Source: an optimization exercise on an open RTL-to-GDS flow (aim: small area, a short achievable clock period and few clock cycles). Production flows keep margins and buffers that such runs may drop.
At most, simulation tests tie the RTL to the original design; equivalence was not proved.
Only the layout flow was run in run 5; the RTL was not checked for function there.
Power and IR drop assume default switching activity.

File: flow/config.mk
export PLATFORM = sky130hd
export DESIGN_NAME = iterated_three_point_smoothing_unit
export DESIGN_NICKNAME = iterated_three_point_smoothing_unit
export VERILOG_FILES = /design/flow/design.v
export SDC_FILE = /design/flow/constraint.sdc
export NUM_CORES = 4
export LEC_CHECK = 0
export ABC_AREA = 1
export CAP_MARGIN = 20
export CORE_MARGIN = 2
export CORE_UTILIZATION = 40
export CTS_CLUSTER_DIAMETER = 80
export CTS_CLUSTER_SIZE = 25
export PLACE_DENSITY = 0.6
export SLEW_MARGIN = 20
File: flow/standard.sh
#!/bin/bash
# synth_recipe.tcl (not shown) runs the flow's synth.tcl, then flattens the netlist and writes it again
# the make line also repeats each setting of config.mk as NAME=value (left out here)
make -C /OpenROAD-flow-scripts/flow DESIGN_CONFIG=/design/flow/config.mk WORK_HOME=/design/flow/orfs CLKGATE_MAP_FILE= SYNTH_SCRIPT=/design/flow/synth_recipe.tcl "${@:-finish}"
File: flow/design.v
package itps_pkg;
   localparam int MAX_LEN_DEFAULT = 64;
   localparam int SAMPLE_W = 23;
   localparam int RSUM_W   = 29;
   localparam int SWEEP_W  = 10;
   localparam int NENG = 12;
   localparam logic [1:0] MODE_HOLD    = 2'd0;   
   localparam logic [1:0] MODE_FULL    = 2'd1;   
   localparam logic [1:0] MODE_PARTIAL = 2'd2;   
   localparam logic [1:0] MODE_DONE    = 2'd3;   
   localparam int IDX_W = 6;
   localparam int VID_W = 3;
   localparam logic [SWEEP_W-1:0] SWEEP_RESET = 10'd1;
endpackage
import itps_pkg::*;
module itps_ctrl #(
   parameter int NDLY = 4,          
   parameter int LAP  = 66          
) (
   input  logic                          clock,
   input  logic                          reset,
   input  logic                          req_valid,
   output logic                          req_stall,
   input  logic [itps_pkg::SAMPLE_W-1:0] req_sample,
   input  logic                          req_last_in,
   output logic                          rsp_valid,
   input  logic                          rsp_stall,
   output logic [itps_pkg::SAMPLE_W-1:0] rsp_value,
   output logic [itps_pkg::RSUM_W-1:0]   rsp_running_sum,
   output logic                          rsp_overflow,
   output logic                          rsp_last_out,
   input  logic                          csr_we,
   input  logic [itps_pkg::SWEEP_W-1:0]  csr_wdata,
   output logic [3:0]                    m,
   output logic                          e_v,
   output logic                          e_last,
   output logic [1:0]                    e_mode,
   output logic [itps_pkg::IDX_W-1:0]    e_idx,
   output logic [itps_pkg::VID_W-1:0]    e_vid,
   output logic [itps_pkg::SAMPLE_W-1:0] e_d,
   input  logic                          x_v,
   input  logic                          x_last,
   input  logic [1:0]                    x_mode,
   input  logic [itps_pkg::IDX_W-1:0]    x_idx,
   input  logic [itps_pkg::VID_W-1:0]    x_vid,
   input  logic [itps_pkg::SAMPLE_W-1:0] x_d
);
   localparam int TW  = 1 + 2 + IDX_W + VID_W;
   localparam int LPW = $clog2(LAP);
   logic [SWEEP_W-1:0] sweep_cfg;
   logic               loop_mode;      
   logic [3:0]         m_ff;
   logic                t_v   [NDLY+1];
   logic [TW-1:0]       t_tag [NDLY+1];
   logic [SAMPLE_W-1:0] t_d   [NDLY+1];
   assign t_v[0]   = x_v;
   assign t_tag[0] = {x_last, x_mode, x_idx, x_vid};
   assign t_d[0]   = x_d;
   for (genvar i = 1; i <= NDLY; i++) begin : g_dly
      always_ff @(posedge clock) begin
         if (reset) begin
            t_v[i] <= 1'b0;
         end else begin
            t_v[i] <= t_v[i-1];
         end
         t_tag[i] <= t_tag[i-1];
         t_d[i]   <= t_d[i-1];
      end
   end
   logic                tv, tlast;
   logic [1:0]          tmode;
   logic [IDX_W-1:0]    tidx;
   logic [VID_W-1:0]    tvid;
   logic [SAMPLE_W-1:0] td;
   assign tv = t_v[NDLY];
   assign {tlast, tmode, tidx, tvid} = t_tag[NDLY];
   assign td = t_d[NDLY];
   logic [6:0]         count;         
   logic               cur_ovf;       
   logic [VID_W-1:0]   load_vid;      
   logic [VID_W-1:0]   cur_vid;       
   logic [IDX_W-1:0]   e_cnt;         
   logic [7:0]         ovf_tab;       
   logic [SWEEP_W-1:0] rem;           
   logic [1:0]         lapmode;       
   logic [LPW-1:0]     tpos;          
   logic [RSUM_W-1:0]  rs_ff;
   logic               stall_ff;
   logic                r_v;
   logic [TW-1:0]       r_tag;
   logic [SAMPLE_W-1:0] r_d;
   logic                o_v;
   logic [SAMPLE_W-1:0] o_val;
   logic [RSUM_W-1:0]   o_sum;
   logic                o_ovf;
   logic                o_last;
   logic cur_done, done, emit, lap_start, o_load, complete_evt;
   logic [1:0] new_lap, r_mode_in;
   logic [RSUM_W-1:0] rs_out;
   assign cur_done  = (cur_vid != load_vid) || complete_evt;
   assign done      = tmode[1];
   assign o_load    = !o_v || !rsp_stall;
   assign emit      = tv && done && (tvid == cur_vid) && (tidx == e_cnt) && cur_done && o_load;
   assign lap_start = tv && !done && (tidx == '0);
   always_comb begin
      if (load_vid == tvid)            new_lap = MODE_HOLD;       
      else if (rem > SWEEP_W'(NENG))   new_lap = MODE_FULL;
      else                             new_lap = MODE_PARTIAL;
   end
   always_comb begin
      if (done)           r_mode_in = MODE_DONE;
      else if (lap_start) r_mode_in = new_lap;
      else                r_mode_in = lapmode;
   end
   assign rs_out = rs_ff + RSUM_W'(td);
   logic accept, drop, store;
   logic [6:0] count_in;
   logic [VID_W-1:0] load_vid_in, cur_vid_in;
   logic [LPW-1:0] tpos_in;
   logic r_v_in;
   assign accept       = req_valid && !stall_ff;
   assign drop         = (count == 7'd64);
   assign store        = accept && !drop;
   assign complete_evt = accept && req_last_in;
   always_comb begin
      count_in = count;
      if (accept) begin
         if (req_last_in)  count_in = '0;
         else if (!drop)   count_in = count + 7'd1;
      end
   end
   assign load_vid_in = load_vid + VID_W'(complete_evt);
   assign cur_vid_in  = cur_vid + VID_W'(emit && tlast);
   assign r_v_in      = tv && !emit;
   assign tpos_in     = store ? '0 : ((tpos == LPW'(LAP - 1)) ? '0 : tpos + LPW'(1));
   function automatic logic stall_calc(input logic [6:0] cnt, input logic [VID_W-1:0] lvid,
                                       input logic [LPW-1:0] pos, input logic rv,
                                       input logic [VID_W-1:0] cvid, input logic lm);
      stall_calc = (cnt != 7'd64)
                && (rv
                    || ((cnt == 7'd0) && (lvid + VID_W'(1) == cvid))
                    || (lm && ((lvid != cvid) || ((cnt != 7'd0) && (pos != LPW'(0))))));
   endfunction
   logic [LPW-1:0] tpos_run;
   logic           stall_idle, stall_acc, stall_acc_last;
   assign tpos_run       = (tpos == LPW'(LAP - 1)) ? '0 : tpos + LPW'(1);
   assign stall_idle     = stall_calc(count, load_vid, tpos_run, r_v_in, cur_vid_in, loop_mode);
   assign stall_acc      = stall_calc(drop ? count : count + 7'd1, load_vid, drop ? tpos_run : LPW'(0),
                                    r_v_in, cur_vid_in, loop_mode);
   assign stall_acc_last = stall_calc(7'd0, load_vid + VID_W'(1), drop ? tpos_run : LPW'(0),
                                    r_v_in, cur_vid_in, loop_mode);
   always_ff @(posedge clock) begin
      if (reset) begin
         sweep_cfg <= SWEEP_RESET;
         loop_mode <= 1'b0;
         m_ff      <= 4'd1;
         count     <= '0;
         cur_ovf   <= 1'b0;
         load_vid  <= '0;
         cur_vid   <= '0;
         e_cnt     <= '0;
         rs_ff     <= '0;
         stall_ff  <= 1'b0;
         r_v       <= 1'b0;
         e_v       <= 1'b0;
      end else begin
         if (csr_we) begin
            sweep_cfg <= csr_wdata;
            loop_mode <= (csr_wdata > SWEEP_W'(NENG));
            m_ff      <= csr_wdata[3:0];
         end
         if (lap_start && (new_lap == MODE_PARTIAL)) begin
            m_ff <= rem[3:0];
         end
         count <= count_in;
         if (accept) begin
            cur_ovf <= req_last_in ? 1'b0 : (cur_ovf || drop);
         end
         load_vid <= load_vid_in;
         cur_vid  <= cur_vid_in;
         if (emit) begin
            e_cnt <= tlast ? '0 : e_cnt + IDX_W'(1);
            rs_ff <= tlast ? '0 : rs_out;
         end
         stall_ff <= !accept ? stall_idle : (req_last_in ? stall_acc_last : stall_acc);
         r_v <= r_v_in;
         e_v <= store || r_v;
      end
      if (complete_evt) ovf_tab[load_vid] <= cur_ovf || drop;
      tpos <= tpos_in;
      if (accept && (count == '0)) rem <= sweep_cfg;
      if (lap_start) begin
         lapmode <= new_lap;
         if (new_lap == MODE_FULL)         rem <= rem - SWEEP_W'(NENG);
         else if (new_lap == MODE_PARTIAL) rem <= '0;
      end
      r_d   <= td;
      r_tag <= {tlast, r_mode_in, tidx, tvid};
      if (store) begin
         e_d    <= req_sample;
         e_last <= req_last_in || (count == 7'd63);
         e_mode <= loop_mode ? MODE_HOLD : MODE_PARTIAL;
         e_idx  <= count[IDX_W-1:0];
         e_vid  <= load_vid;
      end else begin
         e_d <= r_d;
         {e_last, e_mode, e_idx, e_vid} <= r_tag;
      end
   end
   logic e_ovf;
   assign e_ovf = (cur_vid == load_vid) ? (cur_ovf || drop) : ovf_tab[cur_vid];
   always_ff @(posedge clock) begin
      if (reset) begin
         o_v <= 1'b0;
      end else if (o_load) begin
         o_v <= emit;
      end
      if (emit) begin
         o_val  <= td;
         o_sum  <= rs_out;
         o_ovf  <= e_ovf;
         o_last <= tlast;
      end
   end
   assign req_stall       = stall_ff;
   assign m               = m_ff;
   assign rsp_valid       = o_v;
   assign rsp_value       = o_val;
   assign rsp_running_sum = o_sum;
   assign rsp_overflow    = o_ovf;
   assign rsp_last_out    = o_last;
endmodule
import itps_pkg::*;
module itps_dp #(
   parameter int ENG_IDX = 1,      
   parameter int NSTG    = 4       
) (
   input  logic                          clock,
   input  logic                          reset,
   input  logic [3:0]                    m,           
   input  logic                          in_v,
   input  logic                          in_last,
   input  logic [1:0]                    in_mode,
   input  logic [itps_pkg::IDX_W-1:0]    in_idx,
   input  logic [itps_pkg::VID_W-1:0]    in_vid,
   input  logic [itps_pkg::SAMPLE_W-1:0] in_d,
   output logic                          out_v,
   output logic                          out_last,
   output logic [1:0]                    out_mode,
   output logic [itps_pkg::IDX_W-1:0]    out_idx,
   output logic [itps_pkg::VID_W-1:0]    out_vid,
   output logic [itps_pkg::SAMPLE_W-1:0] out_d
);
   localparam int VW  = SAMPLE_W + 2;     
   localparam int NCH = NSTG - 1;         
   localparam int TW  = 1 + 2 + IDX_W + VID_W;
   logic                b_v, b_last, b_first;
   logic [1:0]          b_mode;
   logic [IDX_W-1:0]    b_idx;
   logic [VID_W-1:0]    b_vid;
   logic [SAMPLE_W-1:0] b_d;
   logic [SAMPLE_W:0]   ps;
   logic                in_act, b_act, hold, fire, pass_b, pass_in, take, sweep;
   logic [SAMPLE_W:0]   sum_bi;
   logic [VW-1:0]       sum_pi;
   logic [VW-1:0]       val;
   logic                div3;
   assign in_act  = in_v && (in_mode[0] ^ in_mode[1]);
   assign b_act   = b_v && (b_mode[0] ^ b_mode[1]);
   assign hold    = b_act;
   assign fire    = hold && (in_act || (b_last && !in_v));
   assign pass_in = hold && in_v && !in_act;
   assign pass_b  = !hold && b_v;
   assign take    = !hold || in_act || fire;
   assign sweep   = (b_mode == MODE_FULL) || ((b_mode == MODE_PARTIAL) && (4'(ENG_IDX) <= m));
   logic [SAMPLE_W+1:0] sum_bi2;
   assign sum_bi2 = {1'b0, b_d, 1'b1} + {1'b0, in_d, 1'b1};
   assign sum_bi  = sum_bi2[SAMPLE_W+1:1];
   assign sum_pi = VW'(ps) + VW'(in_d);
   always_comb begin
      div3 = 1'b0;
      if (pass_in) begin
         val = VW'(in_d);
      end else if (!fire || !sweep || (b_first && b_last)) begin
         val = VW'(b_d);
      end else if (b_first) begin
         val = VW'(sum_bi[SAMPLE_W:1]);
      end else if (b_last) begin
         val = VW'(ps[SAMPLE_W:1]);
      end else begin
         val  = sum_pi;
         div3 = 1'b1;
      end
   end
   always_ff @(posedge clock) begin
      if (reset) begin
         b_v <= 1'b0;
      end else if (take) begin
         b_v <= in_v && !pass_in;
      end
      if (take) begin
         b_d     <= in_d;
         ps      <= sum_bi;
         b_first <= !hold || b_last;
         b_last  <= in_last;
         b_mode  <= in_mode;
         b_idx   <= in_idx;
         b_vid   <= in_vid;
      end
   end
   logic          s_v    [NSTG];
   logic [TW-1:0] s_tag  [NSTG];
   logic          s_div3 [NSTG];
   logic [1:0]    s_r    [NSTG];
   logic [VW-1:0] s_val  [NSTG];
   always_ff @(posedge clock) begin
      if (reset) begin
         s_v[0] <= 1'b0;
      end else begin
         s_v[0] <= fire || pass_in || pass_b;
      end
      s_tag[0]  <= pass_in ? {in_last, in_mode, in_idx, in_vid} : {b_last, b_mode, b_idx, b_vid};
      s_div3[0] <= div3;
      s_r[0]    <= 2'd0;
      s_val[0]  <= val;
   end
   for (genvar s = 1; s < NSTG; s++) begin : g_stage
      localparam int HI = VW - 1 - ((s - 1) * VW) / NCH;
      localparam int LO = VW - (s * VW) / NCH;
      logic [1:0]    r;
      logic [VW-1:0] v;
      always_comb begin
         r = s_r[s-1];
         v = s_val[s-1];
         for (int i = HI; i >= LO; i--) begin
            if (s_div3[s-1]) begin
               case ({r, v[i]})
                  3'b000:  begin r = 2'd0; v[i] = 1'b0; end
                  3'b001:  begin r = 2'd1; v[i] = 1'b0; end
                  3'b010:  begin r = 2'd2; v[i] = 1'b0; end
                  3'b011:  begin r = 2'd0; v[i] = 1'b1; end
                  3'b100:  begin r = 2'd1; v[i] = 1'b1; end
                  default: begin r = 2'd2; v[i] = 1'b1; end
               endcase
            end
         end
      end
      always_ff @(posedge clock) begin
         if (reset) begin
            s_v[s] <= 1'b0;
         end else begin
            s_v[s] <= s_v[s-1];
         end
         s_tag[s]  <= s_tag[s-1];
         s_div3[s] <= s_div3[s-1];
         s_r[s]    <= r;
         s_val[s]  <= v;
      end
   end
   assign out_v = s_v[NSTG-1];
   assign {out_last, out_mode, out_idx, out_vid} = s_tag[NSTG-1];
   assign out_d = s_val[NSTG-1][SAMPLE_W-1:0];
endmodule
import itps_pkg::*;
module iterated_three_point_smoothing_unit #(
   parameter int MAX_LEN = itps_pkg::MAX_LEN_DEFAULT
) (
   input  logic                          clock,
   input  logic                          reset,
   input  logic                          req_valid,
   output logic                          req_stall,
   input  logic [itps_pkg::SAMPLE_W-1:0] req_sample,
   input  logic                          req_last_in,
   output logic                          rsp_valid,
   input  logic                          rsp_stall,
   output logic [itps_pkg::SAMPLE_W-1:0] rsp_value,
   output logic [itps_pkg::RSUM_W-1:0]   rsp_running_sum,
   output logic                          rsp_overflow,
   output logic                          rsp_last_out,
   input  logic                          csr_we,
   input  logic [itps_pkg::SWEEP_W-1:0]  csr_wdata
);
   localparam int NSTG = 4;
   localparam int NDLY = 2;
   logic [3:0]          m;
   logic                c_v    [NENG+1];
   logic                c_last [NENG+1];
   logic [1:0]          c_mode [NENG+1];
   logic [IDX_W-1:0]    c_idx  [NENG+1];
   logic [VID_W-1:0]    c_vid  [NENG+1];
   logic [SAMPLE_W-1:0] c_d    [NENG+1];
   itps_ctrl #(
      .NDLY (NDLY),
      .LAP  (2 + NENG * (NSTG + 1) + NDLY)
   ) u_ctrl (
      .clock           (clock),
      .reset           (reset),
      .req_valid       (req_valid),
      .req_stall       (req_stall),
      .req_sample      (req_sample),
      .req_last_in     (req_last_in),
      .rsp_valid       (rsp_valid),
      .rsp_stall       (rsp_stall),
      .rsp_value       (rsp_value),
      .rsp_running_sum (rsp_running_sum),
      .rsp_overflow    (rsp_overflow),
      .rsp_last_out    (rsp_last_out),
      .csr_we          (csr_we),
      .csr_wdata       (csr_wdata),
      .m               (m),
      .e_v             (c_v[0]),
      .e_last          (c_last[0]),
      .e_mode          (c_mode[0]),
      .e_idx           (c_idx[0]),
      .e_vid           (c_vid[0]),
      .e_d             (c_d[0]),
      .x_v             (c_v[NENG]),
      .x_last          (c_last[NENG]),
      .x_mode          (c_mode[NENG]),
      .x_idx           (c_idx[NENG]),
      .x_vid           (c_vid[NENG]),
      .x_d             (c_d[NENG])
   );
   for (genvar k = 0; k < NENG; k++) begin : g_eng
      itps_dp #(
         .ENG_IDX (k + 1),
         .NSTG    (NSTG)
      ) u_eng (
         .clock    (clock),
         .reset    (reset),
         .m        (m),
         .in_v     (c_v[k]),
         .in_last  (c_last[k]),
         .in_mode  (c_mode[k]),
         .in_idx   (c_idx[k]),
         .in_vid   (c_vid[k]),
         .in_d     (c_d[k]),
         .out_v    (c_v[k+1]),
         .out_last (c_last[k+1]),
         .out_mode (c_mode[k+1]),
         .out_idx  (c_idx[k+1]),
         .out_vid  (c_vid[k+1]),
         .out_d    (c_d[k+1])
      );
   end
endmodule
File: flow/constraint.sdc
create_clock -name core_clock -period 11.0 [get_ports {clock}]
set_input_delay 2.2000 -clock core_clock [delete_from_list [all_inputs] [get_ports {clock}]]
set_output_delay 2.2000 -clock core_clock [all_outputs]
set_load 0.01 [all_outputs]
File: flow/flow/run.sh
#!/bin/bash
# Standard layout, with timing repair after clock-tree synthesis and global routing
# aimed below the clock period (the constraints themselves are unchanged).
set -euo pipefail
bash standard.sh SETUP_SLACK_MARGIN=7.4 finish > flow_orfs.log 2>&1
==> results of run 1 <==
power groups by stage:
stage                     registers [W]  logic [W]  clock network (W)
after floorplan                  0.0128    0.00415                  0
after global placement           0.0132    0.00522                  0
after detailed placement         0.0132    0.00526                  0
after CTS                        0.0130    0.00530            0.00663
after global routing             0.0131    0.00608            0.00699
final                            0.0129    0.00533            0.00641
timing repair:
| item | in CTS | in global routing |
|---|---|---|
| gates resized for setup | 243 | 21 |
| setup endpoints to repair | 130 | 81 |
| cloned | 0 | 2 |
| pin swaps | 7 | 11 |
| setup buffers | 4 | 4 |
worst max-delay path, delay by kind of cell:
kind / cells / cell delay [ps]
fa+ha+maj: 2 / 340
buf+inv: 4 / 330
xor+xnor: 3 / 470
compound gates: 1 / 180
simple gates: 9 / 1010
layout by cell type, fill, tap and decap left out, types with 185 or more instances in the layout:
| master | instances |
|---|---|
| inv_1 | 1216 |
| dfxtp_1 | 2063 |
| nand2_1 | 3107 |
| xnor2_1 | 185 |
| nor2_1 | 1097 |
| ha_1 | 611 |
| o21ai_0 | 1318 |
| o211ai_1 | 242 |
| nand3_1 | 632 |
| xor2_1 | 296 |
| edfxtp_1 | 784 |
| a21oi_1 | 1114 |
layer usage:
layer	GRT usage (%)	wire length, um	vias up
li1	-	-	47600
met1	24.8	137000	42600
met2	31.1	140000	1686
met3	1.84	11500	368
met4	4.67	6950	0
met5	0	0	-
kinds of logic (layout without fill, tap and decap cells):
group | after synthesis | in the layout | share of synthesized area [%]
adder cells (fa/ha/maj) | 638 | 638 | 6.62
buffers and inverters | 1618 | 1711 | 5.04
multiplexers | 2 | 2 | 0.0162
XOR/XNOR | 484 | 484 | 3.43
flip-flops | 2852 | 2852 | 52.6
AND/OR/NAND/NOR | 5306 | 5306 | 17.7
other | 0 | 9 | 0
AO/OA/AOI/OAI | 3246 | 3246 | 14.6
per-stage QoR:
step	worst slack, ps	hold WS [ps]	power, W
2_1_floorplan	6650	310	0.0169
3_3_place_gp	5620	310	0.0184
3_5_place_dp	5680	312	0.0184
4_1_cts	7270	292	0.0249
5_1_grt	7110	301	0.0262
6_report	7280	297	0.0247
sequential cells by signal, indices dropped and copies added (netlist names), 24 cells and up:
name,flops
g_eng.u_eng.s_tag,572
u_ctrl.t_d,46
u_ctrl.o_sum,29
g_eng.u_eng.b_d,276
u_ctrl.rs_ff,29
g_eng.u_eng.s_val,1128
g_eng.u_eng.s_r,48
g_eng.u_eng.b_mode,24
g_eng.u_eng.b_idx,72
g_eng.u_eng.s_v,48
g_eng.u_eng.s_div3,36
g_eng.u_eng.b_vid,36
g_eng.u_eng.ps,288
cell type report:
type	count	area, um2
fill	30200	174000
sequential	2852	64900
multi-input combinational	9676	52500
tap	4120	5150
inverter	1269	4800
clock buffer	227	4260
timing repair buffer	169	1290
clock inverter	44	597
antenna	9	22.5
timing repair inverter	2	10.0
Yosys cell counts, types with 7 or more instances:
cell type / count / area, um2
a31oi_1: 68 / 425
o21ai_2: 36 / 315
buf_2: 17 / 85.1
buf_1: 10 / 37.5
nor2_1: 1114 / 4180
o311ai_0: 13 / 114
nor2_2: 26 / 163
clkbuf_1: 294 / 1100
a21o_1: 37 / 278
xor2_1: 298 / 2610
a31o_2: 12 / 105
nand4_1: 67 / 419
o21bai_1: 44 / 330
nand3_2: 8 / 80.1
a21oi_1: 1114 / 5580
inv_1: 1222 / 4590
inv_2: 27 / 101
o21ai_0: 1322 / 6620
o211ai_1: 242 / 1820
nor3b_1: 7 / 52.6
o21a_1: 34 / 255
a22oi_1: 8 / 60.1
a21oi_2: 18 / 158
nand3b_1: 46 / 345
nand3_1: 632 / 3160
nand2_1: 3122 / 11700
buf_4: 23 / 173
o21ai_1: 111 / 556
dfxtp_1: 2068 / 41400
and2_1: 12 / 75.1
nand2_2: 39 / 244
nor4_1: 70 / 438
o22ai_1: 61 / 382
ha_1: 613 / 7670
fa_1: 25 / 500
o31ai_1: 7 / 52.6
or2_2: 30 / 188
clkinv_1: 15 / 56.3
nor3_1: 103 / 515
a211oi_1: 8 / 60.1
edfxtp_1: 784 / 23500
xnor2_1: 186 / 1630
o221ai_1: 44 / 385
or2_1: 12 / 75.1
a21boi_0: 41 / 308
worst max path at each step:
| stage | end | slack (ps) |
|---|---|---|
| floorplan | u_ctrl.stall_ff | 6650 |
| global placement | u_ctrl.stall_ff | 5620 |
| detailed placement | u_ctrl.stall_ff | 5680 |
| CTS | u_ctrl.stall_ff | 7270 |
| global route | u_ctrl.stall_ff | 7110 |
| finish | u_ctrl.stall_ff | 7280 |
==> results.cfg, run 1 <==
[sta]
finClkSkew_ps = 65.6
tightest_slew_ps = 1100
setup_tns_ps = 0
fmax_mhz = 269
fin_crit_ps = 3720
slew_headroom_pct = 26.8
report.final.slew_viol_count = 0
finalCritPeriodShare_pct = 33.8
hold_viol = 0
rsz0062_at_grt = yes
setup_viol = 0

[power_and_ir_drop]
power.density_nw_per_um2 = 185
clkPwrFrac_pct = 26.0
power.internal_w = 0.0169
power_switching_w = 0.00776
peakVddDrop_v = 0.000134
combPwrFrac_pct = 21.6
sw_frac_of_total_pct = 31.4
seq_power_share_pct = 52.4
p_leak_nw = 57.3

[detailed_routing]
firstDrtPassIters = 8
drt-wirelength-per-cell_um = 16.1
drt-total-wl_mm = 296
initialDrtViolationCount = 6550
detail-route-antenna-nets = 0
drc = 0
via_per_inst = 5.02
vias = 92300

[global_route]
overflow = 0
antenna_found_initial = 13
grt_pass1_wl_mm = 470
grt_max_degree = 65
grt_pass1_vias = 87000
grt_usage_pct = 18.3

[synthesis]
synth_edf_count = 784
synthDistinctLibCells = 69
yosysWarnings = 83
yosysSeqAreaShare_pct = 52.6
synthesis.area_um2 = 124000
synth_cells = 14100
synth_nets = 14800
ys_ff_latch = 2852
synth_ff_type = dfxtp_1
avgSynthCellArea_um2 = 8.73
synthArstFlopShare_pct = 0

[setup_path]
crit-reg2reg-capture = g_eng[5].u_eng.s_val[0][2]
crit_required_ps = 11810
critPathLaunch = req_valid
cp.arrival_ps = 4530
r2r-start = g_eng[5].u_eng.b_first
end_kind = register
crit_path_max_fanout = 3
r2r_cells = 7
path_class = input pin to register
startpoint_type = input pin
reg2reg_slack_ps = 7580
critPathSlowestCell = xor2_2
slowest_delay_ps = 230
cp_cell_sequence = buf_8, inv_8, nor2_4, nand2_2, nand4_1, nand4_1, nor2_1, ha_2, ha_4, xnor2_4, xor2_2, xor2_2, nand3b_1, buf_4, o211ai_1, nand3_1, nand3_1, nand2_1, inv_1

[run]
drv_cap = 0

[die]
start_util_pct = 40.1
io_pins = 95
core_area_um2 = 308000
rows = 204
die-area_um2 = 313000
die_h_um = 560
die_x_um = 560

[layout]
area_growth_pct = 8.20
final_util_pct = 43.4
finalInstanceArea_um2 = 134000
fin_cells = 18400
layout-drive-gt1-share_pct = 4.34
nNetsFinal = 14800

[hold_path]
hp-start = g_eng[3].u_eng.s_tag[0][6]
hold_class = register to register
whs_endpoint = g_eng[3].u_eng.s_tag[1][6]
min_path_cells = 0

[place]
dp_hpwl_mm = 217
io_buffers = 94
gp_congestion = 0.889
place_area_um2 = 129000
dp_cells = 18100

[clocking]
hold_buffers = 0
cts_buffer_depth = 4
cts_num_sinks = 2852
insertion_delay_ps = 880
cts_buffers = 156
cts-root-buf = clkbuf_16
cts_max_level = 4
cts_tree = built
clk_pin_slew_ps = 100

[status]
status = no timing/DRC/antenna violations
Testbench counts, summed over its fixed seeds: cycles 5,843.
==> run 2: changes to the inputs <==
--- a/flow/design.v
+++ b/flow/design.v
@@ -141,14 +141,24 @@
                     || ((cnt == 7'd0) && (lvid + VID_W'(1) == cvid))
                     || (lm && ((lvid != cvid) || ((cnt != 7'd0) && (pos != LPW'(0))))));
    endfunction
-   logic [LPW-1:0] tpos_run;
-   logic           stall_idle, stall_acc, stall_acc_last;
-   assign tpos_run       = (tpos == LPW'(LAP - 1)) ? '0 : tpos + LPW'(1);
-   assign stall_idle     = stall_calc(count, load_vid, tpos_run, r_v_in, cur_vid_in, loop_mode);
-   assign stall_acc      = stall_calc(drop ? count : count + 7'd1, load_vid, drop ? tpos_run : LPW'(0),
-                                    r_v_in, cur_vid_in, loop_mode);
-   assign stall_acc_last = stall_calc(7'd0, load_vid + VID_W'(1), drop ? tpos_run : LPW'(0),
-                                    r_v_in, cur_vid_in, loop_mode);
+   logic [LPW-1:0]   tpos_run;
+   logic [VID_W-1:0] cur_vid_em;
+   logic [1:0]       stall_idle, stall_acc, stall_acc_last;    
+   logic [1:0]       stall_pick;
+   assign tpos_run   = (tpos == LPW'(LAP - 1)) ? '0 : tpos + LPW'(1);
+   assign cur_vid_em = cur_vid + VID_W'(tlast);
+   for (genvar em = 0; em < 2; em++) begin : g_stall
+      localparam logic EM = 1'(em);
+      assign stall_idle[em]     = stall_calc(count, load_vid, tpos_run, tv && !EM,
+                                             EM ? cur_vid_em : cur_vid, loop_mode);
+      assign stall_acc[em]      = stall_calc(drop ? count : count + 7'd1, load_vid,
+                                             drop ? tpos_run : LPW'(0), tv && !EM,
+                                             EM ? cur_vid_em : cur_vid, loop_mode);
+      assign stall_acc_last[em] = stall_calc(7'd0, load_vid + VID_W'(1),
+                                             drop ? tpos_run : LPW'(0), tv && !EM,
+                                             EM ? cur_vid_em : cur_vid, loop_mode);
+   end
+   assign stall_pick = !accept ? stall_idle : (req_last_in ? stall_acc_last : stall_acc);
    always_ff @(posedge clock) begin
       if (reset) begin
          sweep_cfg <= SWEEP_RESET;
@@ -182,7 +192,7 @@
             e_cnt <= tlast ? '0 : e_cnt + IDX_W'(1);
             rs_ff <= tlast ? '0 : rs_out;
          end
-         stall_ff <= !accept ? stall_idle : (req_last_in ? stall_acc_last : stall_acc);
+         stall_ff <= emit ? stall_pick[1] : stall_pick[0];
          r_v <= r_v_in;
          e_v <= store || r_v;
       end
==> results.cfg, run 2 <==
[layout]
regMostFlops = g_eng.u_eng.s_val
mostFrequentLayoutCells = nand2_1, dfxtp_1, o21ai_0
nNetsFinal = 15000
fin_cells = 18500
final_common_cell = nand2_1
reg_top3 = g_eng.u_eng.s_val x1128, g_eng.u_eng.s_tag x572, g_eng.u_eng.ps x288
largest_reg_flops = 1128
layout-drive-gt1-share_pct = 4.69
area_growth_pct = 8.68

[sta]
report.final.slew_viol_count = 0
fmax_mhz = 273
fin_crit_ps = 3660
hold_viol = 0
setup_tns_ps = 0
slew_headroom_pct = 26.8
tightest_slew_ps = 1100
finalCritPeriodShare_pct = 33.3
setup_viol = 0
rsz0062_at_grt = yes
whs_ps = 281
finClkSkew_ps = 62.8

[place]
dp_hpwl_mm = 205
gp_congestion = 0.883
io_buffers = 94
dp_cells = 18200

[clocking]
cts_max_level = 4
hold_buffers = 0
insertion_delay_ps = 900
cts_buffer_depth = 4
cts_num_sinks = 2852
cts_buffers = 159
clk_pin_slew_ps = 100
cts-root-buf = clkbuf_16
cts_tree = built

[die]
rows = 204
io_pins = 95
die-area_um2 = 315000
start_util_pct = 40.2
core_area_um2 = 309000
die_x_um = 561
die_h_um = 561

[synthesis]
yosysSeqAreaShare_pct = 52.4
avgSynthCellArea_um2 = 8.68
yosysWarnings = 83
synthesis.area_um2 = 124000
yosys.area.top_type = dfxtp_1
synth_ff_type = dfxtp_1
synthDistinctLibCells = 69
synthArstFlopShare_pct = 0
yosysMostFrequentCell = nand2_1
yosysTopAreaCellShare_pct = 33.4
synth_edf_count = 784
netlist_top_cells_area = dfxtp_1, edfxtp_1, nand2_1, ha_1, o21ai_0
ys_ff_latch = 2852
synth_cells = 14300
yosys-top-cells-count = nand2_1, dfxtp_1, o21ai_0, inv_1, nor2_1
synth_nets = 15000

[detailed_routing]
firstDrtPassIters = 6
drt-total-wl_mm = 284
vias = 92400
initialDrtViolationCount = 6004
via_per_inst = 4.98
drc = 0
drt-wirelength-per-cell_um = 15.3
detail-route-antenna-nets = 0

[setup_path]
slowest_delay_ps = 440
crit_family = flip-flops
path_class = register to primary output
cp_cell_sequence = buf_2
path_buf_inv = 1
cp.arrival_ps = 1460
crit_required_ps = 8800
critPathSlowestCell = edfxtp_1
crit_path_max_fanout = 1
end_kind = primary output
startpoint_type = register

[global_route]
grt_pass1_wl_mm = 458
grt_max_degree = 73
grt_pass1_vias = 87200
antenna_found_initial = 12
grt_usage_pct = 17.5
overflow = 0

[status]
status = no timing/DRC/antenna violations

[power_and_ir_drop]
power.density_nw_per_um2 = 182
p_leak_nw = 58.2
peakVddDrop_v = 0.000139

[run]
drv_cap = 0

[hold_path]
hold_class = register to register
[run 2: cell types whose count changed in the layout (fill, tap and decap cells not counted), sizes merged, moves of 12 or more]
cell    before   now
nand2     3164  3263
inv       1272  1334
nand3      640   675
o211ai     245   219
a21oi     1132  1114
a31oi       69    87
nor3       108   126
o21bai      44    32
xnor2      186   174
[run 2: cells by family (layout without fill, tap and decap cells)]
group           after synthesis  count (layout)  synth area share (%)
simple gates               5444            5446                  18.1
compound gates             3213            3213                  14.4
flops                      2852            2852                  52.4
buf+inv                    1656            1773                  5.14
fa+ha+maj                   640             640                  6.61
xor+xnor                    479             479                  3.39
mux                           4               4                0.0323
other cells                   0               3                     0
[run 2: report_power, final]
group / switching, W / internal [W] / leakage [nW]
Sequential: 0.000742 / 0.0120 / 26.0
Clock: 0.00368 / 0.00307 / 2.58
Combinational: 0.00318 / 0.00183 / 29.6
[run 2: final cells by class]
class / count / area (um2)
Multi-Input combinational cell: 9782 / 53000
Tap cell: 4120 / 5150
Clock buffer: 226 / 4480
Antenna cell: 3 / 7.51
Timing Repair inverter: 2 / 21.3
Fill cell: 30100 / 174000
Clock inverter: 64 / 835
Sequential cell: 2852 / 65000
Inverter: 1307 / 4970
Timing Repair Buffer: 174 / 1430
[run 2: worst paths after layout]
path | from | end | slack [ps] | cells after the start
worst max-delay path | u_ctrl.o_ovf | rsp_overflow | 7340 | 1
worst min-delay path | g_eng[5].u_eng.s_tag[0][2] | g_eng[5].u_eng.s_tag[1][2] | 280 | 0
worst max register to register | g_eng[10].u_eng.b_last | g_eng[10].u_eng.s_val[0][12] | 7680 | 9
worst min register to register | g_eng[5].u_eng.s_tag[0][2] | g_eng[5].u_eng.s_tag[1][2] | 280 | 0
[run 2: stage by stage]
step	cell area, um2	util (%)	setup slack [ps]	power, W
6_report	135000	43.7	7340	0.0245
2_1_floorplan	124000	-	7160	0.0166
4_1_cts	135000	43.6	7270	0.0248
3_5_place_dp	129000	41.9	5080	0.0180
3_3_place_gp	129000	41.9	5120	0.0179
5_1_grt	135000	43.7	7290	0.0260
[run 2: what timing repair did]
item,in CTS,in global routing
cloned,4,2
setup buffers,9,3
resized for setup,244,9
pin swaps,3,0
setup endpoints to repair,205,110
[run 2: worst reg2reg max path, stage by stage, from the launching register on]
cell and delay, ps:
edfxtp_1 860, o21ai_0 250, or2_2 340, inv_1 70, nand3_1 340, nand2_1 510, buf_4 410, o21ai_0 160
a21oi_1 190, o21ai_0 100
[run 2: layer usage]
metal  track usage, %  wire length [um]  vias up  share of wire, %
met5                0                 0        -                 0
met3             1.75             11400      340               4.0
met2             28.9            128000     1629                45
met1             24.5            138000    42300                49
met4             4.45              6880        0               2.4
li1                 -                 -    48100                 -
Testbench counts of run 2, summed over its fixed seeds: cycles 5,843.
==> run 3: changes to the inputs <==
==> flow/flow/run.sh (replaced) <==
#!/bin/bash
# Standard layout, with timing repair after clock-tree synthesis and global routing
# aimed below the clock period (the constraints themselves are unchanged).
set -euo pipefail
bash standard.sh SETUP_SLACK_MARGIN=7.6 finish > flow_orfs.log 2>&1
==> results.cfg, run 3 <==
[die]
die-area_um2 = 315000
die_h_um = 561
io_pins = 95
start_util_pct = 40.2
die_x_um = 561
rows = 204
core_area_um2 = 309000

[synthesis]
synth_compound_area_share_pct = 14.4
yosys.area.top_type = dfxtp_1
netlist_top_cells_area = dfxtp_1, edfxtp_1, nand2_1, ha_1, o21ai_0
synth_xor_area_share_pct = 3.39
avgSynthCellArea_um2 = 8.68
yosysTopAreaCellShare_pct = 33.4
synth_ff_type = dfxtp_1
ys_ff_latch = 2852
synthArstFlopShare_pct = 0
yosysMostFrequentCell = nand2_1
synth_edf_count = 784
synthDistinctLibCells = 69
yosysWarnings = 83
synthMuxAreaShare_pct = 0.0323
synth_nets = 15000
synth_cells = 14300
synth_top_family_by_area = simple AND/OR/NAND/NOR gates
yosys-top-cells-count = nand2_1, dfxtp_1, o21ai_0, inv_1, nor2_1
synthesis.area_um2 = 124000
synth_fa_ha_area_share_pct = 6.61
yosysSeqAreaShare_pct = 52.4
yosys.area_share.simple_pct = 18.1

[setup_path]
critPathLaunch = u_ctrl.o_last
end_kind = primary output
crit_path_max_fanout = 1
cp_cell_sequence = buf_2
crit_required_ps = 8800
slowest_delay_ps = 420
path_buf_inv = 1
path_class = register to primary output
critPathSlowestCell = edfxtp_1
crit_family = flip-flops
startpoint_type = register
r2r-start = g_eng[7].u_eng.s_val[3][0]
cp.arrival_ps = 1460

[place]
dp_hpwl_mm = 203
io_buffers = 94
gp_congestion = 0.903
post-place-ws_ps = 5050

[detailed_routing]
drt-total-wl_mm = 282
drt-wirelength-per-cell_um = 15.2
firstDrtPassIters = 5
via_per_inst = 5.00
drc = 0
detail-route-antenna-nets = 0
initialDrtViolationCount = 6463
vias = 92700

[layout]
nNetsFinal = 15000
final_common_cell = nand2_1
mostFrequentLayoutCells = nand2_1, dfxtp_1, o21ai_0
regMostFlops = g_eng.u_eng.s_val
reg_top3 = g_eng.u_eng.s_val x1128, g_eng.u_eng.s_tag x572, g_eng.u_eng.ps x288
largest_reg_flops = 1128
layout-drive-gt1-share_pct = 4.98
area_growth_pct = 8.86
final_util_pct = 43.8

[clocking]
cts_buffer_depth = 4
cts_num_sinks = 2852
cts_buffers = 163
clk_pin_slew_ps = 90
cts_max_level = 4
cts-root-buf = clkbuf_16
insertion_delay_ps = 880
cts_tree = built

[power_and_ir_drop]
power_w = 0.0247
power_switching_w = 0.00768
clkPwrFrac_pct = 27.9
sw_frac_of_total_pct = 31.1
power.internal_w = 0.0170
seq_power_share_pct = 51.8
combPwrFrac_pct = 20.3
peakVddDrop_v = 0.000109
power.density_nw_per_um2 = 183
p_leak_nw = 58.2

[global_route]
grt_pass1_vias = 87400
grt_pass1_wl_mm = 455
antenna_found_initial = 4
grt_usage_pct = 17.3
overflow = 0
grt_max_degree = 77

[sta]
slew_headroom_pct = 29.2
finClkSkew_ps = 56.3
fin_crit_ps = 3660
report.final.slew_viol_count = 0
setup_slack_ps = 7340
tightest_slew_ps = 1060
hold_viol = 0
fmax_mhz = 273
setup_viol = 0
rsz0062_at_grt = yes
whs_ps = 288
finalCritPeriodShare_pct = 33.2
setup_tns_ps = 0

[hold_path]
hp-start = g_eng[7].u_eng.s_tag[1][4]
hold_class = register to register

[run]
drv_cap = 0

[status]
status = no timing/DRC/antenna violations
==> run 3: timing repair <==
action,CTS,global route
pin swaps,3,0
endpoints found under the setup margin,224,144
hold buffers,0,0
gates resized for setup,249,35
setup buffers,4,5
cloned,1,9
==> run 3: worst paths after layout <==
path	slack (ps)	to	depth (start not counted)
setup / recovery	7340	rsp_last_out	1
hold / removal	290	g_eng[7].u_eng.s_tag[2][4]	0
setup reg to reg	7800	g_eng[8].u_eng.s_val[0][14]	15
hold reg to reg	290	g_eng[7].u_eng.s_tag[2][4]	0
==> run 3: power groups by stage <==
stage	Sequential, W	Clock (W)	Combinational [W]
floorplan	0.0127	0	0.00389
detailed placement	0.0130	0	0.00492
finish	0.0128	0.00689	0.00501
global placement	0.0130	0	0.00489
CTS	0.0128	0.00715	0.00496
global route	0.0129	0.00749	0.00572
==> run 3: area by class of cell <==
type / instances / area [um2]
Inverter: 1307 / 4990
Clock inverter: 75 / 1010
Multi-Input combinational cell: 9781 / 53000
Antenna cell: 4 / 10.0
Timing Repair inverter: 8 / 40.0
Tap cell: 4120 / 5150
Timing Repair Buffer: 172 / 1360
Sequential cell: 2852 / 65000
Fill cell: 30000 / 174000
Clock buffer: 224 / 4520
==> run 3: layer usage <==
layer	share of wire [%]	vias to the layer above	GRT usage, %
met2	45	1546	28.5
li1	-	48200	-
met4	2.7	0	4.59
met3	3.8	394	1.79
met1	48	42600	24.2
met5	0	-	0
==> run 3: cell families (layout without fill, tap and decap cells) <==
logic type | count (synthesis) | in the layout
AO/OA/AOI/OAI | 3213 | 3213
XOR/XNOR | 479 | 479
AND/OR/NAND/NOR | 5444 | 5445
other | 0 | 4
multiplexers | 4 | 4
adder cells (fa/ha/maj) | 640 | 640
buffers and inverters | 1656 | 1786
flip-flops | 2852 | 2852
==> run 3: per-stage QoR <==
step / cell area, um2 / std cells
after CTS: 135000 / 18500
final: 135000 / 18500
after floorplan: 124000 / 14300
after detailed placement: 129000 / 18200
after global routing: 135000 / 18500
after global placement: 129000 / 18200
==> run 4: changes to the inputs <==
==> flow/run.sh (new file) <==
#!/bin/bash
# synth_recipe.tcl (not shown) runs the flow's synth.tcl, then flattens the netlist and writes it again
# the make line also repeats each setting of config.mk as NAME=value (left out here)
make -C /OpenROAD-flow-scripts/flow DESIGN_CONFIG=/design/flow/config.mk WORK_HOME=/design/flow/orfs CLKGATE_MAP_FILE= SYNTH_SCRIPT=/design/flow/synth_recipe.tcl finish
--- a/flow/config.mk
+++ b/flow/config.mk
@@ -12,4 +12,5 @@
 export CTS_CLUSTER_DIAMETER = 80
 export CTS_CLUSTER_SIZE = 25
 export PLACE_DENSITY = 0.6
+export SETUP_SLACK_MARGIN = 5
 export SLEW_MARGIN = 20
removed: flow/flow/run.sh
removed: flow/standard.sh
==> results.cfg, run 4 <==
[status]
status = no timing/DRC/antenna violations

[synthesis]
synthDistinctLibCells = 69
avgSynthCellArea_um2 = 8.68
synth_nets = 15000
synth_cells = 14300
yosysTopAreaCellShare_pct = 33.4
yosysMostFrequentCell = nand2_1
synthMuxAreaShare_pct = 0.0323
netlist_top_cells_area = dfxtp_1, edfxtp_1, nand2_1, ha_1, o21ai_0
synthArstFlopShare_pct = 0
synthesis.area_um2 = 124000
yosys.area_share.simple_pct = 18.1
synth_ff_type = dfxtp_1
ys_ff_latch = 2852
yosysWarnings = 83
synth_fa_ha_area_share_pct = 6.61
synth_compound_area_share_pct = 14.4
yosys-top-cells-count = nand2_1, dfxtp_1, o21ai_0, inv_1, nor2_1
synth_edf_count = 784
yosysSeqAreaShare_pct = 52.4
synth_xor_area_share_pct = 3.39
yosys.area.top_type = dfxtp_1
synth_top_family_by_area = simple AND/OR/NAND/NOR gates

[power_and_ir_drop]
p_leak_nw = 58.1
power.density_nw_per_um2 = 182
peakVddDrop_v = 0.000103

[clocking]
hold_buffers = 0
cts_buffer_depth = 4
cts_buffers = 165
insertion_delay_ps = 890
ctsResizeCount = 0
clk_pin_slew_ps = 100
cts-root-buf = clkbuf_16
cts_tree = built
cts_num_sinks = 2852
cts_setup_buffers = 0
cts_max_level = 4

[place]
dp_hpwl_mm = 204
gp_congestion = 0.887
place_area_um2 = 129000
io_buffers = 94

[sta]
tightest_slew_ps = 1120
setup_viol = 0
fmax_mhz = 209
hold_viol = 0
report.final.slew_viol_count = 0
fin_crit_ps = 4800
finalCritPeriodShare_pct = 43.6
slew_headroom_pct = 25.0
rsz0062_at_grt = no
setup_tns_ps = 0
finClkSkew_ps = 66.4

[detailed_routing]
drc = 0
initialDrtViolationCount = 6161
firstDrtPassIters = 6
drt-total-wl_mm = 279
vias = 92900
detail-route-antenna-nets = 0
via_per_inst = 5.02
drt-wirelength-per-cell_um = 15.1

[die]
die_h_um = 561
start_util_pct = 40.2
core_area_um2 = 309000
rows = 204
io_pins = 95
die-area_um2 = 315000
die_x_um = 561

[setup_path]
crit_required_ps = 11800
startpoint_type = input pin
path_class = input pin to register
end_kind = register
crit_path_max_fanout = 36
cp.arrival_ps = 5590

[global_route]
grt_pass1_vias = 87200
antenna_found_initial = 19
grt_usage_pct = 17.2
grt_max_degree = 65
grt_pass1_wl_mm = 452
overflow = 0

[layout]
mostFrequentLayoutCells = nand2_1, dfxtp_1, o21ai_0
regMostFlops = g_eng.u_eng.s_val
final_util_pct = 43.7
reg_top3 = g_eng.u_eng.s_val x1128, g_eng.u_eng.s_tag x572, g_eng.u_eng.ps x288
layout-drive-gt1-share_pct = 4.07
final_common_cell = nand2_1
nNetsFinal = 14900
largest_reg_flops = 1128
finalInstanceArea_um2 = 135000
area_growth_pct = 8.70

[hold_path]
hold_class = register to register

[run]
drv_cap = 0
run 4: cell counts after synthesis:
Identical to the previous run, type by type.
run 4: cell families (layout without fill, tap and decap cells):
logic type / after synthesis / in the layout
flip-flops: 2852 / 2852
XOR/XNOR: 479 / 479
multiplexers: 4 / 4
other: 0 / 13
adder cells (fa/ha/maj): 640 / 640
buffers and inverters: 1656 / 1757
AND/OR/NAND/NOR: 5444 / 5444
AO/OA/AOI/OAI: 3213 / 3213
run 4: layer usage:
metal | part of all wire, % | global-route usage [%] | up-vias
met3 | 4.0 | 1.65 | 342
li1 | - | - | 48100
met4 | 2.5 | 4.51 | 2
met5 | 0.0047 | 0 | -
met2 | 45 | 28.2 | 1644
met1 | 49 | 24.2 | 42800
run 4: where the power goes:
group / switching, W / internal (W)
clock: 0.00369 / 0.00312
combinational: 0.00315 / 0.00183
sequential: 0.000753 / 0.0120
run 4: worst paths after layout:
path,start,end,slack (ps),depth (start not counted)
hold / removal,g_eng[5].u_eng.s_val[2][11],g_eng[5].u_eng.s_val[3][11],280,0
hold reg to reg,g_eng[5].u_eng.s_val[2][11],g_eng[5].u_eng.s_val[3][11],280,0
setup / recovery,req_valid,u_ctrl.stall_ff,6200,14
setup reg to reg,u_ctrl.load_vid[0],u_ctrl.stall_ff,7440,13
run 4: metrics by stage:
step	cells	hold WS, ps	total power [W]	setup slack [ps]
after detailed placement	18200	312	0.0179	5280
final	18500	279	0.0246	6200
after CTS	18500	269	0.0248	6220
after floorplan	14300	310	0.0166	6180
after global placement	18200	310	0.0179	5290
after global routing	18500	282	0.0260	5930
run 4: area by class of cell:
class | count | area, um2
Antenna cell | 13 | 32.5
Clock buffer | 227 | 4570
Clock inverter | 66 | 866
Fill cell | 30000 | 174000
Inverter | 1307 | 4920
Multi-Input combinational cell | 9780 | 52900
Sequential cell | 2852 | 64900
Tap cell | 4120 | 5150
Timing Repair Buffer | 157 | 1470
run 4: critical path, stage by stage:
cell             delay [ps]
clkdlybuf4s50_1         450
inv_1                    70
nor2_1                   90
buf_4                   180
inv_1                   220
o21ai_1                 240
nand4_1                 110
buf_4                   300
inv_2                   580
buf_4                   500
o21ai_0                 140
a21oi_1                 170
o211ai_1                110
a21oi_1                 180
==> run 5: changes to the inputs <==
--- a/flow/design.v
+++ b/flow/design.v
@@ -89,18 +89,18 @@
    logic                r_v;
    logic [TW-1:0]       r_tag;
    logic [SAMPLE_W-1:0] r_d;
-   logic                o_v;
-   logic [SAMPLE_W-1:0] o_val;
-   logic [RSUM_W-1:0]   o_sum;
-   logic                o_ovf;
-   logic                o_last;
-   logic cur_done, done, emit, lap_start, o_load, complete_evt;
+   logic [1:0]          q_cnt;
+   logic                q_nz, q_wp, q_rp;
+   logic [SAMPLE_W-1:0] q_val [2];
+   logic [RSUM_W-1:0]   q_sum [2];
+   logic                q_ovf [2];
+   logic                q_last[2];
+   logic cur_done, done, emit, lap_start;
    logic [1:0] new_lap, r_mode_in;
    logic [RSUM_W-1:0] rs_out;
-   assign cur_done  = (cur_vid != load_vid) || complete_evt;
+   assign cur_done  = (cur_vid != load_vid);
    assign done      = tmode[1];
-   assign o_load    = !o_v || !rsp_stall;
-   assign emit      = tv && done && (tvid == cur_vid) && (tidx == e_cnt) && cur_done && o_load;
+   assign emit      = tv && done && (tvid == cur_vid) && (tidx == e_cnt) && cur_done && (q_cnt != 2'd2);
    assign lap_start = tv && !done && (tidx == '0);
    always_comb begin
       if (load_vid == tvid)            new_lap = MODE_HOLD;       
@@ -113,7 +113,7 @@
       else                r_mode_in = lapmode;
    end
    assign rs_out = rs_ff + RSUM_W'(td);
-   logic accept, drop, store;
+   logic accept, drop, store, complete_evt;
    logic [6:0] count_in;
    logic [VID_W-1:0] load_vid_in, cur_vid_in;
    logic [LPW-1:0] tpos_in;
@@ -133,32 +133,6 @@
    assign cur_vid_in  = cur_vid + VID_W'(emit && tlast);
    assign r_v_in      = tv && !emit;
    assign tpos_in     = store ? '0 : ((tpos == LPW'(LAP - 1)) ? '0 : tpos + LPW'(1));
-   function automatic logic stall_calc(input logic [6:0] cnt, input logic [VID_W-1:0] lvid,
-                                       input logic [LPW-1:0] pos, input logic rv,
-                                       input logic [VID_W-1:0] cvid, input logic lm);
-      stall_calc = (cnt != 7'd64)
-                && (rv
-                    || ((cnt == 7'd0) && (lvid + VID_W'(1) == cvid))
-                    || (lm && ((lvid != cvid) || ((cnt != 7'd0) && (pos != LPW'(0))))));
-   endfunction
-   logic [LPW-1:0]   tpos_run;
-   logic [VID_W-1:0] cur_vid_em;
-   logic [1:0]       stall_idle, stall_acc, stall_acc_last;    
-   logic [1:0]       stall_pick;
-   assign tpos_run   = (tpos == LPW'(LAP - 1)) ? '0 : tpos + LPW'(1);
-   assign cur_vid_em = cur_vid + VID_W'(tlast);
-   for (genvar em = 0; em < 2; em++) begin : g_stall
-      localparam logic EM = 1'(em);
-      assign stall_idle[em]     = stall_calc(count, load_vid, tpos_run, tv && !EM,
-                                             EM ? cur_vid_em : cur_vid, loop_mode);
-      assign stall_acc[em]      = stall_calc(drop ? count : count + 7'd1, load_vid,
-                                             drop ? tpos_run : LPW'(0), tv && !EM,
-                                             EM ? cur_vid_em : cur_vid, loop_mode);
-      assign stall_acc_last[em] = stall_calc(7'd0, load_vid + VID_W'(1),
-                                             drop ? tpos_run : LPW'(0), tv && !EM,
-                                             EM ? cur_vid_em : cur_vid, loop_mode);
-   end
-   assign stall_pick = !accept ? stall_idle : (req_last_in ? stall_acc_last : stall_acc);
    always_ff @(posedge clock) begin
       if (reset) begin
          sweep_cfg <= SWEEP_RESET;
@@ -192,7 +166,13 @@
             e_cnt <= tlast ? '0 : e_cnt + IDX_W'(1);
             rs_ff <= tlast ? '0 : rs_out;
          end
-         stall_ff <= emit ? stall_pick[1] : stall_pick[0];
+         if (count_in == 7'd64) begin
+            stall_ff <= 1'b0;
+         end else begin
+            stall_ff <= r_v_in
+                     || ((count_in == '0) && (load_vid_in + VID_W'(1) == cur_vid_in))
+                     || (loop_mode && ((load_vid_in != cur_vid_in) || ((count_in != '0) && (tpos_in != '0))));
+         end
          r_v <= r_v_in;
          e_v <= store || r_v;
       end
@@ -217,28 +197,38 @@
          {e_last, e_mode, e_idx, e_vid} <= r_tag;
       end
    end
-   logic e_ovf;
-   assign e_ovf = (cur_vid == load_vid) ? (cur_ovf || drop) : ovf_tab[cur_vid];
+   logic pop;
+   logic [1:0] q_cnt_in;
+   assign pop      = q_nz && !rsp_stall;
+   assign q_cnt_in = q_cnt + 2'(emit) - 2'(pop);
    always_ff @(posedge clock) begin
       if (reset) begin
-         o_v <= 1'b0;
-      end else if (o_load) begin
-         o_v <= emit;
-      end
-      if (emit) begin
-         o_val  <= td;
-         o_sum  <= rs_out;
-         o_ovf  <= e_ovf;
-         o_last <= tlast;
+         q_cnt <= '0;
+         q_nz  <= 1'b0;
+         q_wp  <= 1'b0;
+         q_rp  <= 1'b0;
+      end else begin
+         q_cnt <= q_cnt_in;
+         q_nz  <= (q_cnt_in != 2'd0);
+         if (emit) q_wp <= !q_wp;
+         if (pop)  q_rp <= !q_rp;
+      end
+      for (int i = 0; i < 2; i++) begin
+         if (emit && (q_wp == 1'(i))) begin
+            q_val[i]  <= td;
+            q_sum[i]  <= rs_out;
+            q_ovf[i]  <= ovf_tab[cur_vid];
+            q_last[i] <= tlast;
+         end
       end
    end
    assign req_stall       = stall_ff;
    assign m               = m_ff;
-   assign rsp_valid       = o_v;
-   assign rsp_value       = o_val;
-   assign rsp_running_sum = o_sum;
-   assign rsp_overflow    = o_ovf;
-   assign rsp_last_out    = o_last;
+   assign rsp_valid       = q_nz;
+   assign rsp_value       = q_rp ? q_val[1]  : q_val[0];
+   assign rsp_running_sum = q_rp ? q_sum[1]  : q_sum[0];
+   assign rsp_overflow    = q_rp ? q_ovf[1]  : q_ovf[0];
+   assign rsp_last_out    = q_rp ? q_last[1] : q_last[0];
 endmodule
 import itps_pkg::*;
 module itps_dp #(
@@ -283,9 +273,7 @@
    assign pass_b  = !hold && b_v;
    assign take    = !hold || in_act || fire;
    assign sweep   = (b_mode == MODE_FULL) || ((b_mode == MODE_PARTIAL) && (4'(ENG_IDX) <= m));
-   logic [SAMPLE_W+1:0] sum_bi2;
-   assign sum_bi2 = {1'b0, b_d, 1'b1} + {1'b0, in_d, 1'b1};
-   assign sum_bi  = sum_bi2[SAMPLE_W+1:1];
+   assign sum_bi = (SAMPLE_W+1)'(b_d) + (SAMPLE_W+1)'(in_d) + (SAMPLE_W+1)'(1);
    assign sum_pi = VW'(ps) + VW'(in_d);
    always_comb begin
       div3 = 1'b0;
@@ -391,7 +379,7 @@
    input  logic [itps_pkg::SWEEP_W-1:0]  csr_wdata
 );
    localparam int NSTG = 4;
-   localparam int NDLY = 2;
+   localparam int NDLY = 4;
    logic [3:0]          m;
    logic                c_v    [NENG+1];
    logic                c_last [NENG+1];
--- a/flow/config.mk
+++ b/flow/config.mk
@@ -5,12 +5,8 @@
 export SDC_FILE = /design/flow/constraint.sdc
 export NUM_CORES = 4
 export LEC_CHECK = 0
-export ABC_AREA = 1
 export CAP_MARGIN = 20
 export CORE_MARGIN = 2
 export CORE_UTILIZATION = 40
-export CTS_CLUSTER_DIAMETER = 80
-export CTS_CLUSTER_SIZE = 25
 export PLACE_DENSITY = 0.6
-export SETUP_SLACK_MARGIN = 5
 export SLEW_MARGIN = 20
==> results.cfg, run 5 <==
[synthesis]
synth_compound_area_share_pct = 19.3
yosysWarnings = 87
synth_top_family_by_area = compound AO/OA/AOI/OAI gates
synthMuxAreaShare_pct = 1.62
synthDistinctLibCells = 109
yosys.area.top_type = dfxtp_1
avgSynthCellArea_um2 = 9.74
yosysMostFrequentCell = dfxtp_1
yosys.area_share.simple_pct = 14.9
yosys-top-cells-count = dfxtp_1, nand2_1, o21ai_0, a21oi_1, nor2_1
ys_ff_latch = 2981
synthesis.area_um2 = 134000
synth_fa_ha_area_share_pct = 6.12
synthArstFlopShare_pct = 0
synth_nets = 14400
synth_ff_type = dfxtp_1
yosysSeqAreaShare_pct = 50.8
netlist_top_cells_area = dfxtp_1, edfxtp_1, ha_1, nand2_1, o21ai_0
synth_xor_area_share_pct = 4.01
synth_edf_count = 838
synth_cells = 13800
yosysTopAreaCellShare_pct = 32.0

[detailed_routing]
drc = 0
drt-total-wl_mm = 295
via_per_inst = 5.35
drt-wirelength-per-cell_um = 16.1
detail-route-antenna-nets = 0
firstDrtPassIters = 8
initialDrtViolationCount = 6541
vias = 97800

[clocking]
cts_tree = built
cts_max_level = 5
insertion_delay_ps = 920
cts_num_sinks = 2981
ctsResizeCount = 0
cts_setup_buffers = 0
hold_buffers = 0
clk_pin_slew_ps = 60
cts_buffer_depth = 4
cts_buffers = 320
cts-root-buf = clkbuf_16

[layout]
fin_cells = 18300
reg_top3 = g_eng.u_eng.s_val x1128, g_eng.u_eng.s_tag x572, g_eng.u_eng.ps x288
final_common_cell = dfxtp_1
final_util_pct = 45.0
layout-drive-gt1-share_pct = 6.19
nNetsFinal = 14300
largest_reg_flops = 1128
n_fill_cell = 31300
area_growth_pct = 11.9
mostFrequentLayoutCells = dfxtp_1, nand2_1, o21ai_0
regMostFlops = g_eng.u_eng.s_val

[sta]
slew_headroom_pct = 29.2
setup_viol = 0
hold_viol = 0
fin_crit_ps = 5220
rsz0062_at_grt = no
report.final.slew_viol_count = 0
tightest_slew_ps = 1060
finalCritPeriodShare_pct = 47.4
finClkSkew_ps = 55.0
fmax_mhz = 192
setup_tns_ps = 0
whs_ps = 275

[setup_path]
crit_required_ps = 8800
reg2reg_slack_ps = 6980
path_class = register to primary output
r2r-start = g_eng[5].u_eng.b_d[0]
startpoint_type = register
r2r_cells = 14
end_kind = primary output
crit_path_max_fanout = 33
crit-reg2reg-capture = g_eng[5].u_eng.s_val[0][21]
cp.arrival_ps = 3020

[global_route]
grt_pass1_vias = 92500
overflow = 0
antenna_found_initial = 5
grt_max_degree = 61
grt_pass1_wl_mm = 484
grt_usage_pct = 16.8

[die]
die_h_um = 583
io_pins = 95
start_util_pct = 40.2
die-area_um2 = 340000
core_area_um2 = 333000
die_x_um = 583
rows = 212

[hold_path]
hp-start = g_eng[11].u_eng.s_val[3][11]
min_path_cells = 0
whs_endpoint = u_ctrl.t_d[1][11]
hold_class = register to register

[place]
io_buffers = 94
gp_congestion = 0.860
dp_cells = 17700
dp_hpwl_mm = 203

[power_and_ir_drop]
power.density_nw_per_um2 = 218
p_leak_nw = 60.7
peakVddDrop_v = 0.000117
power_w = 0.0327

[status]
status = no timing/DRC/antenna violations

[run]
drv_cap = 0
-- run 5: layout make-up --
class | instances | area [um2] | share of cell area [%]
Sequential cell | 2981 | 68100 | 45.4
Multi-Input combinational cell | 9635 | 61700 | 41.2
Clock buffer | 460 | 9530 | 6.36
Tap cell | 4387 | 5490 | 3.66
Inverter | 487 | 1830 | 1.22
Timing Repair Buffer | 201 | 1740 | 1.16
Clock inverter | 136 | 1520 | 1.01
Antenna cell | 2 | 5.00 | 0.00334
-- run 5: kinds of logic (layout without fill, tap and decap cells) --
| kind of cell | after synthesis | after routing |
|---|---|---|
| buffers and inverters | 1140 | 1284 |
| DFF | 2981 | 2981 |
| xor gates and xnor gates | 613 | 613 |
| muxes | 200 | 200 |
| AOI/OAI and AO/OA | 3983 | 3983 |
| and+or+nand+nor | 4198 | 4198 |
| adders and majority gates | 641 | 641 |
| other | 0 | 2 |
-- run 5: worst max path at each step --
stage                               endpoint  cells after the start         from
after CTS                 rsp_running_sum[4]                      3  u_ctrl.q_rp
after floorplan              u_ctrl.stall_ff                     10    req_valid
after global routing      rsp_running_sum[3]                      3  u_ctrl.q_rp
after detailed placement     u_ctrl.stall_ff                     10    req_valid
after global placement       u_ctrl.stall_ff                     12    req_valid
final                     rsp_running_sum[4]                      3  u_ctrl.q_rp
-- run 5: layer usage --
metal	share of wire [%]	vias up	global-route usage (%)
met2	46	1749	27.6
met4	2.0	0	3.89
met1	48	45900	23.5
met5	0	-	0
li1	-	49700	-
met3	4.2	410	2.21
-- run 5: power by group --
group | internal [W] | switching (W) | total [W]
Combinational | 0.00320 | 0.00398 | 0.00718
Clock | 0.00656 | 0.00447 | 0.0110
Sequential | 0.0131 | 0.00131 | 0.0144
-- run 5: per-stage QoR --
stage	cell area, um2	setup slack, ps
floorplan	134000	6600
global placement	139000	5630
detailed placement	139000	5600
CTS	150000	5680
global route	150000	5660
finish	150000	5780
-- run 5: critical path, stage by stage (launching register included) --
cell,delay [ps]
dfxtp_2,710
buf_4,480
mux2_2,390
clkdlybuf4s50_1,490

==> port drivers added, routing unchanged <==
No port has a modelled driver above. Below, the same layouts with a new extraction and two added sets of constraints.
Step 1, drivers: a clkbuf_16 drives clock and a buf_2 each remaining input, both assumed.
Step 2 moves the port delays by t, midway between the first and last clock arrival at a register: inputs arrive t later, outputs are due t later. That takes back most of the time a late clock gives input paths.
Slacks: no drivers / after step 1 / after step 2; pairs: no drivers / after step 1.
| run | shift t [ns] | setup slack, ns | worst setup path after step 2 | slew at the worst register clock pin (ns) |
|---|---|---|---|---|
| run 1 | 0.950 | 7.279 / 7.251 / 6.382 | input to register | 0.10 / 0.10 |
| run 2 | 0.966 | 7.339 / 7.232 / 6.637 | input to register | 0.11 / 0.11 |
| run 3 | 0.955 | 7.343 / 7.239 / 6.799 | input to register | 0.10 / 0.10 |
| run 4 | 0.968 | 6.204 / 6.262 / 5.294 | input to register | 0.10 / 0.10 |
| run 5 | 0.979 | 5.785 / 5.690 / 5.432 | input to register | 0.07 / 0.07 |
After both steps every run listed still meets setup and hold. The setup slack of run 4, which loses most, moves by +0.058 ns with the drivers and by -0.910 ns with both steps.
